What follows belongs to an exercise in optimizing a design on an open flow for small area; a production flow would make more cautious choices.
The RTL was checked by simulation tests, not by an equivalence proof against the original design.
No activity file was given, so power comes from the tool's default toggle rates.

## TR
Design nn_accel, start of the top module:
module nn_accel (
    input  logic         clk_i,
    input  logic         rst_i,
    input  logic         cmd_strobe_i,
    input  logic [31:0]  cmd_addr_i,
    output logic         mem_req_strobe_o,
    output logic         mem_req_rw_o,
    output logic [31:0]  mem_req_addr_o,
    output logic [31:0]  mem_req_wdata_o,
    input  logic         mem_rsp_ready_i,
    input  logic [127:0] mem_rsp_line_i,
    output logic         done_o,
    output logic [31:0]  class_o
);
Settings: LEC_CHECK=0, CAP_MARGIN=20, CORE_MARGIN=2, CORE_UTILIZATION=40, SLEW_MARGIN=20; clock period 12.0 ns.
run.sh (not shown) runs the stock make flow with config.mk's settings and CLKGATE_MAP_FILE= SYNTH_SCRIPT=/design/flow/synth_recipe.tcl, a recipe that flattens the netlist after the stock synthesis.
Setup changes, TR to AL
--- a/flow/design.v
+++ b/flow/design.v
@@ -87,30 +87,30 @@
     logic       step_en;
     logic       ld;
     logic       cmp_end;
     logic       adv;
     assign sp_full  = {sp_q == 6'd0, sp_q};
     assign bias     = (ii_q == sp_full);
     assign last_n   = (6'(jj_q + 6'd1) == sc_q);
     assign last_l   = (nl_q == 2'd0);
-    assign k_end    = (kk_q == 6'd47);
+    assign k_end    = bias ? (kk_q == 6'd49) : (kk_q == 6'd47);
     assign rdy      = mem_rsp_ready_i;
     assign skip_cmp = (jj_q == 6'd0) || a_q[47];
     always_comb begin
         case (st_q)
             S_SIZE, S_HDR, S_WRD, S_WR: need = 1'b1;
             S_STEP: need = !bias;
             S_AMAX: need = !skip_cmp;
             default: need = 1'b0;
         endcase
     end
     assign step_en = ((st_q == S_STEP) && (bias || rdy)) || (st_q == S_ACMP);
     assign ld      = ((st_q == S_WRD) || (st_q == S_AMAX)) && rdy;
-    assign cmp_end = (st_q == S_ACMP) && (kk_q == 6'd56);    
+    assign cmp_end = (st_q == S_ACMP) && (kk_q == 6'd51);    
     assign adv     = ((st_q == S_WR) && rdy && !last_l) ||
                      ((st_q == S_AMAX) && skip_cmp) || cmp_end;
     logic [29:0] base;
     logic        use_sp;
     logic [6:0]  off_b;
     logic        cin;
     logic [6:0]  off;
     logic [7:0]  lo;
@@ -134,34 +134,34 @@
     assign sum = {base[29:7] + {22'd0, lo[7]}, lo[6:0]};
     logic [1:0]  wsel;
     logic [31:0] ws;           
     logic        xbit;
     assign wsel = (st_q == S_WRD) ? wp_q[1:0] : sum[1:0];
     assign ws   = mem_rsp_line_i[32*wsel +: 32];
     always_comb begin
         if (st_q == S_ACMP) begin
-            xbit = kk_q[5] ^ kk_q[4];                         
+            xbit = kk_q[5] | kk_q[4];                         
         end else if (bias) begin
-            xbit = (kk_q == 6'd16);                           
+            xbit = (kk_q == 6'd16) || (kk_q[5:4] == 2'b11);   
         end else begin
             xbit = ws[kk_q[5] ? 5'd31 : kk_q[4:0]];           
         end
     end
     assign mem_req_strobe_o = need && !wait_q;
     assign mem_req_rw_o     = (st_q == S_WR);
     assign mem_req_addr_o   = {sum, 2'b00};
     assign mem_req_wdata_o  = a_q[47] ? 32'd0 : a_q[47:16];    
     assign done_o           = done_q;
     assign class_o          = {26'd0, bi_q};
     logic [47:0] op;
     logic [47:0] a_nx;
     logic [1:0]  c_nx;
     logic [48:0] cy;
-    assign op = xb_q ? w_q : 48'd0;
+    assign op = w_q;
     always_comb begin
         cy[0] = 1'b0;
         for (int b = 0; b < 48; b++) begin
             logic ci;
             if (b == 16)      ci = c_q[0];
             else if (b == 32) ci = c_q[1];
             else              ci = cy[b];
             a_nx[b]   = a_q[b] ^ op[b] ^ ci;
@@ -218,16 +218,18 @@
             wp_q <= mem_rsp_line_i[63:34];
             nl_q <= {mem_rsp_line_i[66], mem_rsp_line_i[64]};
             ii_q <= 7'd0;
             jj_q <= 6'd0;
         end
         xb_q <= xbit;
         if (sv_q) begin
             w_q <= {w_q[46:0], 1'b0};
+        end
+        if (sv_q && xb_q) begin
             a_q <= a_nx;
             c_q <= c_nx;
         end
         if (ld) begin
             w_q       <= {{16{ws[31]}}, ws};
             kk_q      <= 6'd0;
             a_q[15:0] <= 16'd0;
             if (st_q == S_WRD) begin
Results
Going from TR to AL, the final cell count was found to have gone down by 66.
AL and TR ended up with nearly the same via count of the first global-routing pass.
When AL is set beside TR, its cell area turns out to be 410 um^2 smaller.
AL vs. TR: via density per instance +about 0.5%, number of violations reported at the end of detailed-routing iteration 0 grew by 41.

---

Setup of run 2:
The RTL this note starts from:
==> flow/design.v <==
package nn_accel_pkg;
    localparam int XLEN           = 32;
    localparam int WORDS_PER_LINE = 4;
    localparam int LINE_W         = XLEN * WORDS_PER_LINE;    
    localparam int FRAC_BITS      = 16;                       
    localparam int MAX_LAYERS     = 4;
    typedef logic [XLEN-1:0] word_t;
    localparam word_t FX_ONE = word_t'(1) << FRAC_BITS;       
    typedef struct packed {
        word_t spare;
        word_t total_layers;
        word_t weights_base;
        word_t neurons_base;
    } desc_hdr_t;
    typedef union packed {
        word_t [WORDS_PER_LINE-1:0] words;    
        desc_hdr_t                  hdr;      
    } line_u;
    typedef struct packed {
        logic  strobe;    
        logic  rw;        
        word_t addr;      
        word_t wdata;
    } mem_req_t;
    typedef struct packed {
        logic  ready;
        line_u line;      
    } mem_rsp_t;
    typedef struct packed {
        logic  valid;
        logic  first;     
        logic  last;      
        word_t neuron;
        word_t weight;
    } mac_op_t;
endpackage
`timescale 1ns/1ps
module nn_accel (
    input  logic         clk_i,
    input  logic         rst_i,
    input  logic         cmd_strobe_i,
    input  logic [31:0]  cmd_addr_i,
    output logic         mem_req_strobe_o,
    output logic         mem_req_rw_o,
    output logic [31:0]  mem_req_addr_o,
    output logic [31:0]  mem_req_wdata_o,
    input  logic         mem_rsp_ready_i,
    input  logic [127:0] mem_rsp_line_i,
    output logic         done_o,
    output logic [31:0]  class_o
);
    localparam logic [2:0] S_IDLE = 3'd0,    
                           S_SIZE = 3'd1,    
                           S_HDR  = 3'd2,    
                           S_WRD  = 3'd3,    
                           S_STEP = 3'd4,    
                           S_WR   = 3'd5,    
                           S_AMAX = 3'd6,    
                           S_ACMP = 3'd7;    
    logic [2:0]  st_q;
    logic        wait_q;       
    logic        done_q;
    logic [29:0] nb_q;         
    logic [29:0] wp_q;         
    logic [5:0]  sp_q;         
    logic [5:0]  sc_q;         
    logic [5:0]  s2_q;         
    logic [5:0]  s3_q;
    logic [1:0]  nl_q;         
    logic [6:0]  ii_q;         
    logic [5:0]  jj_q;         
    logic [5:0]  bi_q;         
    logic [5:0]  kk_q;         
    logic [31:0] w_q;          
    logic [47:0] r_q;          
    logic        xb_q;         
    logic        lo_q;         
    logic        hi_q;         
    logic        cm_q;         
    logic [1:0]  pp_q;         
    logic [6:0] sp_full;
    logic       bias;
    logic       last_n;
    logic       last_l;
    logic       rdy;
    logic       skip_cmp;
    logic       rd_mode;
    logic       need;
    logic       cap;
    logic       skip_lo;
    logic       mac_end;
    logic       ld;
    logic       cmp_end;
    logic       adv;
    assign sp_full  = {sp_q == 6'd0, sp_q};
    assign bias     = (ii_q == sp_full);
    assign last_n   = (6'(jj_q + 6'd1) == sc_q);
    assign last_l   = (nl_q == 2'd0);
    assign rdy      = mem_rsp_ready_i;
    assign skip_cmp = (jj_q == 6'd0) || r_q[47];
    assign rd_mode  = (st_q == S_STEP) && !bias && !kk_q[5];
    always_comb begin
        case (st_q)
            S_SIZE, S_HDR, S_WRD, S_WR: need = 1'b1;
            S_STEP: need = rd_mode;
            S_AMAX: need = !skip_cmp;
            default: need = 1'b0;
        endcase
    end
    assign cap     = ((st_q == S_STEP) || (st_q == S_ACMP)) && (kk_q != 6'd48) &&
                     (rd_mode ? rdy : !lo_q);
    assign skip_lo = cap && !rd_mode && !xbit;
    assign mac_end = (kk_q == 6'd48) && !lo_q && !hi_q;
    assign ld      = ((st_q == S_WRD) || (st_q == S_AMAX)) && rdy;
    assign cmp_end = (st_q == S_ACMP) && mac_end;
    assign adv     = ((st_q == S_WR) && rdy && !last_l) ||
                     ((st_q == S_AMAX) && skip_cmp) || cmp_end;
    logic [29:0] base;
    logic        use_sp;
    logic [6:0]  off_b;
    logic        cin;
    logic [7:0]  lo;
    logic [29:0] sum;
    always_comb begin
        base   = nb_q;
        use_sp = 1'b0;
        off_b  = 7'd0;
        cin    = 1'b0;
        case (st_q)
            S_IDLE: base = {cmd_addr_i[31:4], 2'b00};    
            S_SIZE: off_b = 7'd4;
            S_WRD:  begin base = wp_q; cin = wait_q; end
            S_STEP: off_b = ii_q;
            S_WR:   begin use_sp = 1'b1; off_b = wait_q ? 7'd0 : {1'b0, jj_q}; end
            S_AMAX: begin use_sp = 1'b1; off_b = {1'b0, bi_q}; end
            default: ;
        endcase
    end
    logic [6:0]  spo;
    logic [6:0]  cs_s;         
    logic [7:0]  cs_c;
    logic [7:0]  lc;
    logic [23:0] hc;
    assign spo = use_sp ? sp_full : 7'd0;
    always_comb begin
        cs_c[0] = cin;
        for (int b = 0; b < 7; b++) begin
            cs_s[b]     = base[b] ^ spo[b] ^ off_b[b];
            cs_c[b + 1] = (base[b] & spo[b]) | (base[b] & off_b[b]) | (spo[b] & off_b[b]);
        end
        lc[0] = 1'b0;
        for (int b = 0; b < 7; b++) begin
            lo[b]     = cs_s[b] ^ cs_c[b] ^ lc[b];
            lc[b + 1] = (cs_s[b] & cs_c[b]) | (cs_s[b] & lc[b]) | (cs_c[b] & lc[b]);
        end
        lo[7] = lc[7] | cs_c[7];    
        for (int b = 0; b < 23; b++) begin
            if (b % 6 == 0) begin
                hc[b] = lo[7];
                for (int k = 7; k < b + 7; k++) hc[b] = hc[b] & base[k];
            end
            sum[b + 7] = base[b + 7] ^ hc[b];
            hc[b + 1]  = base[b + 7] & hc[b];
        end
        sum[6:0] = lo[6:0];
    end
    logic [1:0]  wsel;
    logic [31:0] ws;           
    logic        xbit;
    assign wsel = (st_q == S_WRD) ? wp_q[1:0] : sum[1:0];
    assign ws   = mem_rsp_line_i[32*wsel +: 32];
    always_comb begin
        if (st_q == S_ACMP) begin
            xbit = kk_q[4] || (kk_q == 6'd32);              
        end else if (bias) begin
            xbit = (kk_q == 6'd16);                          
        end else if (!kk_q[5]) begin
            xbit = ws[kk_q[4:0]];
        end else begin
            xbit = (kk_q == 6'd32) && xb_q;                  
        end
    end
    assign mem_req_strobe_o = need && !wait_q;
    assign mem_req_rw_o     = (st_q == S_WR);
    assign mem_req_addr_o   = {sum, 2'b00};
    assign mem_req_wdata_o  = r_q[47] ? 32'd0 : r_q[47:16];    
    assign done_o           = done_q;
    assign class_o          = {26'd0, bi_q};
    logic        sub;          
    logic [15:0] op_lo;
    logic [15:0] op_hi;
    logic [16:0] s_lo;
    logic [16:0] s_hi;
    logic [16:0] cl;
    logic [16:0] ch;
    logic        near;         
    logic [2:0]  t3;           
    assign sub   = (kk_q == 6'd33);
    assign op_lo = xb_q ? (w_q[15:0] ^ {16{sub}}) : 16'd0;
    assign op_hi = xb_q ? w_q[31:16] : 16'd0;
    always_comb begin
        cl[0] = xb_q && sub;
        ch[0] = cm_q;
        for (int b = 0; b < 16; b++) begin
            s_lo[b]   = r_q[b] ^ op_lo[b] ^ cl[b];
            cl[b + 1] = (r_q[b] & op_lo[b]) | (r_q[b] & cl[b]) | (op_lo[b] & cl[b]);
            s_hi[b]   = r_q[b + 16] ^ op_hi[b] ^ ch[b];
            ch[b + 1] = (r_q[b + 16] & op_hi[b]) | (r_q[b + 16] & ch[b]) | (op_hi[b] & ch[b]);
        end
        s_lo[16] = cl[16];
        s_hi[16] = ch[16];
    end
    assign near = (kk_q <= 6'd16);
    assign t3   = {2'b00, r_q[32]} + {pp_q[1], pp_q} + {2'b00, ch[16]}
                  - {2'b00, xb_q && w_q[31]};
    always_ff @(posedge clk_i) begin
        if (rst_i) begin
            st_q   <= S_IDLE;
            wait_q <= 1'b0;
            done_q <= 1'b0;
            lo_q   <= 1'b0;
            hi_q   <= 1'b0;
        end else begin
            done_q <= 1'b0;
            lo_q   <= cap && !skip_lo;
            hi_q   <= lo_q || skip_lo;
            if (mem_req_strobe_o) begin
                wait_q <= 1'b1;
            end else if (rdy) begin
                wait_q <= 1'b0;
            end
            case (st_q)
                S_IDLE: if (cmd_strobe_i) st_q <= S_SIZE;
                S_SIZE: if (rdy) st_q <= S_HDR;
                S_HDR:  if (rdy) st_q <= S_WRD;
                S_WRD:  if (rdy) st_q <= S_STEP;
                S_STEP: if (mac_end) st_q <= bias ? S_WR : S_WRD;
                S_WR:   if (rdy && last_l) st_q <= S_AMAX;
                S_AMAX: if (rdy) st_q <= S_ACMP;
                default: ;
            endcase
            if (adv) begin
                if (last_n && last_l) begin
                    st_q   <= S_IDLE;
                    done_q <= 1'b1;
                end else begin
                    st_q   <= S_WRD;
                end
            end
        end
    end
    always_ff @(posedge clk_i) begin
        if (st_q == S_IDLE && cmd_strobe_i) begin
            nb_q <= sum;
        end
        if (st_q == S_SIZE && rdy) begin
            sp_q <= mem_rsp_line_i[5:0];
            sc_q <= mem_rsp_line_i[37:32];
            s2_q <= mem_rsp_line_i[69:64];
            s3_q <= mem_rsp_line_i[101:96];
        end
        if (st_q == S_HDR && rdy) begin
            nb_q <= mem_rsp_line_i[31:2];
            wp_q <= mem_rsp_line_i[63:34];
            nl_q <= {mem_rsp_line_i[66], mem_rsp_line_i[64]};
            ii_q <= 7'd0;
            jj_q <= 6'd0;
        end
        if (cap) begin
            xb_q <= xbit;
            kk_q <= kk_q + 6'd1;
        end
        if (lo_q) begin
            r_q[15:0] <= s_lo[15:0];
            cm_q      <= s_lo[16];
        end
        if (skip_lo) begin
            cm_q      <= 1'b0;
        end
        if (hi_q) begin
            r_q  <= {r_q[0], r_q[47:33], near ? t3[0] : r_q[32], s_hi[15:0], r_q[15:1]};
            pp_q <= near ? t3[2:1] : 2'b00;
        end
        if (ld) begin
            w_q       <= ws;
            kk_q      <= 6'd0;
            pp_q      <= 2'b00;
            r_q[15:0] <= 16'd0;
            if (st_q == S_WRD) begin
                wp_q <= sum;
                if (ii_q == 7'd0) begin
                    r_q[47:16] <= 32'd0;
                end
            end
        end
        if (mac_end && st_q == S_STEP && !bias) begin
            ii_q <= ii_q + 7'd1;
        end
        if (st_q == S_AMAX && jj_q == 6'd0) begin
            bi_q <= 6'd0;
        end
        if (cmp_end && !r_q[47] && (r_q[47:16] != 32'd0)) begin
            bi_q <= jj_q;                                     
        end
        if (adv) begin
            ii_q <= 7'd0;
            if (last_n) begin
                jj_q <= 6'd0;
                if (!last_l) begin
                    nb_q <= sum;
                    sp_q <= sc_q;
                    sc_q <= s2_q;
                    s2_q <= s3_q;
                    nl_q <= nl_q - 2'd1;
                end
            end else begin
                jj_q <= jj_q + 6'd1;
            end
        end
    end
endmodule
export LEC_CHECK = 0
export CAP_MARGIN = 10
export CORE_MARGIN = 2
export CORE_UTILIZATION = 40
export SLEW_MARGIN = 10
create_clock -name core_clock -period 12.0 [get_ports {clk_i}]
standard.sh (not shown) runs the stock make flow with config.mk's settings and CLKGATE_MAP_FILE= SYNTH_SCRIPT=/design/flow/synth_recipe.tcl, a recipe that flattens the netlist after the stock synthesis.
==> flow/flow/run.sh <==
#!/bin/bash
# The standard layout, with two changes:
#  - synthesis maps the logic with an area-oriented ABC script (flow/area.abc);
#    every other synthesis step, and so every register, is the standard one
#  - the ports are buffered with the smallest buffer cell
#  - the clock tree uses fewer, larger register clusters
#  - one tie cell drives all the constant outputs
set -euo pipefail
here=$(pwd)
cat > "$here/synth_area.tcl" <<EOT
proc synth {args} { yosys synth -nofsm -noshare {*}\$args }
proc abc {args} {
  set i [lsearch \$args -script]
  set args [lreplace \$args [expr {\$i + 1}] [expr {\$i + 1}] $here/flow/area.abc]
  yosys abc {*}\$args
}
EOT
# the rest is the standard flow's own synthesis script, unchanged
tail -n +2 "$here/synth_recipe.tcl" >> "$here/synth_area.tcl"
export BUFFER_PORTS_ARGS="-buffer_cell sky130_fd_sc_hd__buf_1"
# a few large clusters of registers per clock buffer, no dummy loads
export CTS_ARGS="-sink_clustering_enable -repair_clock_nets -sink_clustering_size 16 -sink_clustering_max_diameter 60 -buf_list sky130_fd_sc_hd__clkbuf_8 -dont_use_dummy_load"
bash standard.sh "SYNTH_SCRIPT=$here/synth_area.tcl" SKIP_REPAIR_TIE_FANOUT=1 finish > "$here/flow_make.log" 2>&1
==> flow/flow/area.abc <==
strash
dc2
dch -f
amap
strash
dc2
dch -f
amap
strash
dch -f
amap -A 10 -F 4
Setup changes, run 2 to run 1
diff --git a/flow/design.v b/flow/design.v
--- a/flow/design.v
+++ b/flow/design.v
@@ -98,26 +98,29 @@
     assign last_l   = (nl_q == 2'd0);
     assign rdy      = mem_rsp_ready_i;
     assign skip_cmp = (jj_q == 6'd0) || r_q[47];
     assign rd_mode  = (st_q == S_STEP) && !bias && !kk_q[5];
     always_comb begin
         case (st_q)
-            S_SIZE, S_HDR, S_WRD, S_WR: need = 1'b1;
+            S_SIZE, S_WRD, S_WR: need = 1'b1;
+            S_HDR:  need = !lo_q;
             S_STEP: need = rd_mode;
             S_AMAX: need = !skip_cmp;
             default: need = 1'b0;
         endcase
     end
     assign cap     = ((st_q == S_STEP) || (st_q == S_ACMP)) && (kk_q != 6'd48) &&
                      (rd_mode ? rdy : !lo_q);
     assign skip_lo = cap && !rd_mode && !xbit;
     assign mac_end = (kk_q == 6'd48) && !lo_q && !hi_q;
-    assign ld      = ((st_q == S_WRD) || (st_q == S_AMAX)) && rdy;
+    assign ld      = ((st_q == S_WRD) || (st_q == S_AMAX) || (st_q == S_HDR)) && rdy;
     assign cmp_end = (st_q == S_ACMP) && mac_end;
     assign adv     = ((st_q == S_WR) && rdy && !last_l) ||
                      ((st_q == S_AMAX) && skip_cmp) || cmp_end;
+    logic [1:0]  wsel;
+    logic [31:0] ws;           
     logic [29:0] base;
     logic        use_sp;
     logic [6:0]  off_b;
     logic        cin;
     logic [7:0]  lo;
     logic [29:0] sum;
@@ -126,12 +129,13 @@
         use_sp = 1'b0;
         off_b  = 7'd0;
         cin    = 1'b0;
         case (st_q)
             S_IDLE: base = {cmd_addr_i[31:4], 2'b00};    
             S_SIZE: off_b = 7'd4;
+            S_HDR:  if (lo_q) base = w_q[31:2]; else off_b = ii_q;
             S_WRD:  begin base = wp_q; cin = wait_q; end
             S_STEP: off_b = ii_q;
             S_WR:   begin use_sp = 1'b1; off_b = wait_q ? 7'd0 : {1'b0, jj_q}; end
             S_AMAX: begin use_sp = 1'b1; off_b = {1'b0, bi_q}; end
             default: ;
         endcase
@@ -161,14 +165,12 @@
             end
             sum[b + 7] = base[b + 7] ^ hc[b];
             hc[b + 1]  = base[b + 7] & hc[b];
         end
         sum[6:0] = lo[6:0];
     end
-    logic [1:0]  wsel;
-    logic [31:0] ws;           
     logic        xbit;
     assign wsel = (st_q == S_WRD) ? wp_q[1:0] : sum[1:0];
     assign ws   = mem_rsp_line_i[32*wsel +: 32];
     always_comb begin
         if (st_q == S_ACMP) begin
             xbit = kk_q[4] || (kk_q == 6'd32);              
@@ -219,23 +221,23 @@
             wait_q <= 1'b0;
             done_q <= 1'b0;
             lo_q   <= 1'b0;
             hi_q   <= 1'b0;
         end else begin
             done_q <= 1'b0;
-            lo_q   <= cap && !skip_lo;
+            lo_q   <= (cap && !skip_lo) || (st_q == S_HDR && rdy);
             hi_q   <= lo_q || skip_lo;
             if (mem_req_strobe_o) begin
                 wait_q <= 1'b1;
             end else if (rdy) begin
                 wait_q <= 1'b0;
             end
             case (st_q)
                 S_IDLE: if (cmd_strobe_i) st_q <= S_SIZE;
                 S_SIZE: if (rdy) st_q <= S_HDR;
-                S_HDR:  if (rdy) st_q <= S_WRD;
+                S_HDR:  if (lo_q && !ii_q[0]) st_q <= S_WRD;
                 S_WRD:  if (rdy) st_q <= S_STEP;
                 S_STEP: if (mac_end) st_q <= bias ? S_WR : S_WRD;
                 S_WR:   if (rdy && last_l) st_q <= S_AMAX;
                 S_AMAX: if (rdy) st_q <= S_ACMP;
                 default: ;
             endcase
@@ -255,17 +257,23 @@
         end
         if (st_q == S_SIZE && rdy) begin
             sp_q <= mem_rsp_line_i[5:0];
             sc_q <= mem_rsp_line_i[37:32];
             s2_q <= mem_rsp_line_i[69:64];
             s3_q <= mem_rsp_line_i[101:96];
+            ii_q <= 7'd1;
         end
         if (st_q == S_HDR && rdy) begin
-            nb_q <= mem_rsp_line_i[31:2];
-            wp_q <= mem_rsp_line_i[63:34];
             nl_q <= {mem_rsp_line_i[66], mem_rsp_line_i[64]};
+        end
+        if (st_q == S_HDR && lo_q) begin
+            if (ii_q[0]) begin
+                wp_q <= sum;
+            end else begin
+                nb_q <= sum;
+            end
             ii_q <= 7'd0;
             jj_q <= 6'd0;
         end
         if (cap) begin
             xb_q <= xbit;
             kk_q <= kk_q + 6'd1;
@@ -293,17 +301,15 @@
                 end
             end
         end
         if (mac_end && st_q == S_STEP && !bias) begin
             ii_q <= ii_q + 7'd1;
         end
-        if (st_q == S_AMAX && jj_q == 6'd0) begin
-            bi_q <= 6'd0;
-        end
-        if (cmp_end && !r_q[47] && (r_q[47:16] != 32'd0)) begin
-            bi_q <= jj_q;                                     
+        if ((st_q == S_AMAX && jj_q == 6'd0) ||
+            (cmp_end && !r_q[47] && (r_q[47:16] != 32'd0))) begin
+            bi_q <= jj_q;
         end
         if (adv) begin
             ii_q <= 7'd0;
             if (last_n) begin
                 jj_q <= 6'd0;
                 if (!last_l) begin
Notes after the runs:
Having completed the whole flow, run 1 delivered a layout that passed the timing, design-rule and antenna checks. Share of cell area taken by multi-input logic gates was lower in run 1 than in run 2. Run 1 -> run 2: data-path buffer share of cell area in the final layout flat. Run 2 has a higher buffers plus inverters on the worst setup path than run 1. Of the two candidates, run 2 has the worse fmax and run 1 the better one. Compared to run 2, the routing of run 1 uses less wire. In the flow results for run 2 and run 1, the utilization of the core after routing is smaller on run 1. Number of multi-input combinational cells in the layout in run 1 is 9 below run 2. Overall power consumption in run 1 vs run 2: up 47 uW. Detail-routed via count per cell was lower in the run labelled run 1. Looking at met2 global-route usage, run 1 sits below run 2. Run 1 vs. run 2: clock distribution area overhead in the final layout was more or less identical, cell count of the worst hold path ~0 delta, area of all placed cells without fillers saw a decrease.

## separate check: timing with driven ports
Ports are ideal in the flow. The routed layouts listed here were re-timed in OpenROAD.
Step 1 assumes that a clkbuf_16 drives the clock port and a buf_2 every other input.
Step 2 times the ports against the registers' clock, not the clock port: input delays grow and output delays shrink by t, the midpoint of the rising clock arrivals with the driver on.
a / b / c = no drivers / after step 1 / after step 2; a / b = the first two.
run	shift t [ns]	setup slack, ns	hold slack, ns	worst setup path at the end	clock arrival spread, ns
TR	0.583	1.032 / 0.963 / 0.963	0.449 / 0.449 / 0.449	input to output	0.015 / 0.016
AL	0.573	1.330 / 1.307 / 1.307	0.464 / 0.464 / 0.464	input to output	0.031 / 0.031
run 2	0.570	0.341 / 0.316 / 0.316	0.452 / 0.452 / 0.452	input to output	0.038 / 0.038
run 1	0.568	0.463 / 0.418 / 0.440	0.439 / 0.439 / 0.439	input to output	0.083 / 0.082
After both steps every run listed still meets setup and hold. For TR, which loses most, drivers alone change the setup slack by -0.069 ns; drivers and shift together by -0.069 ns.
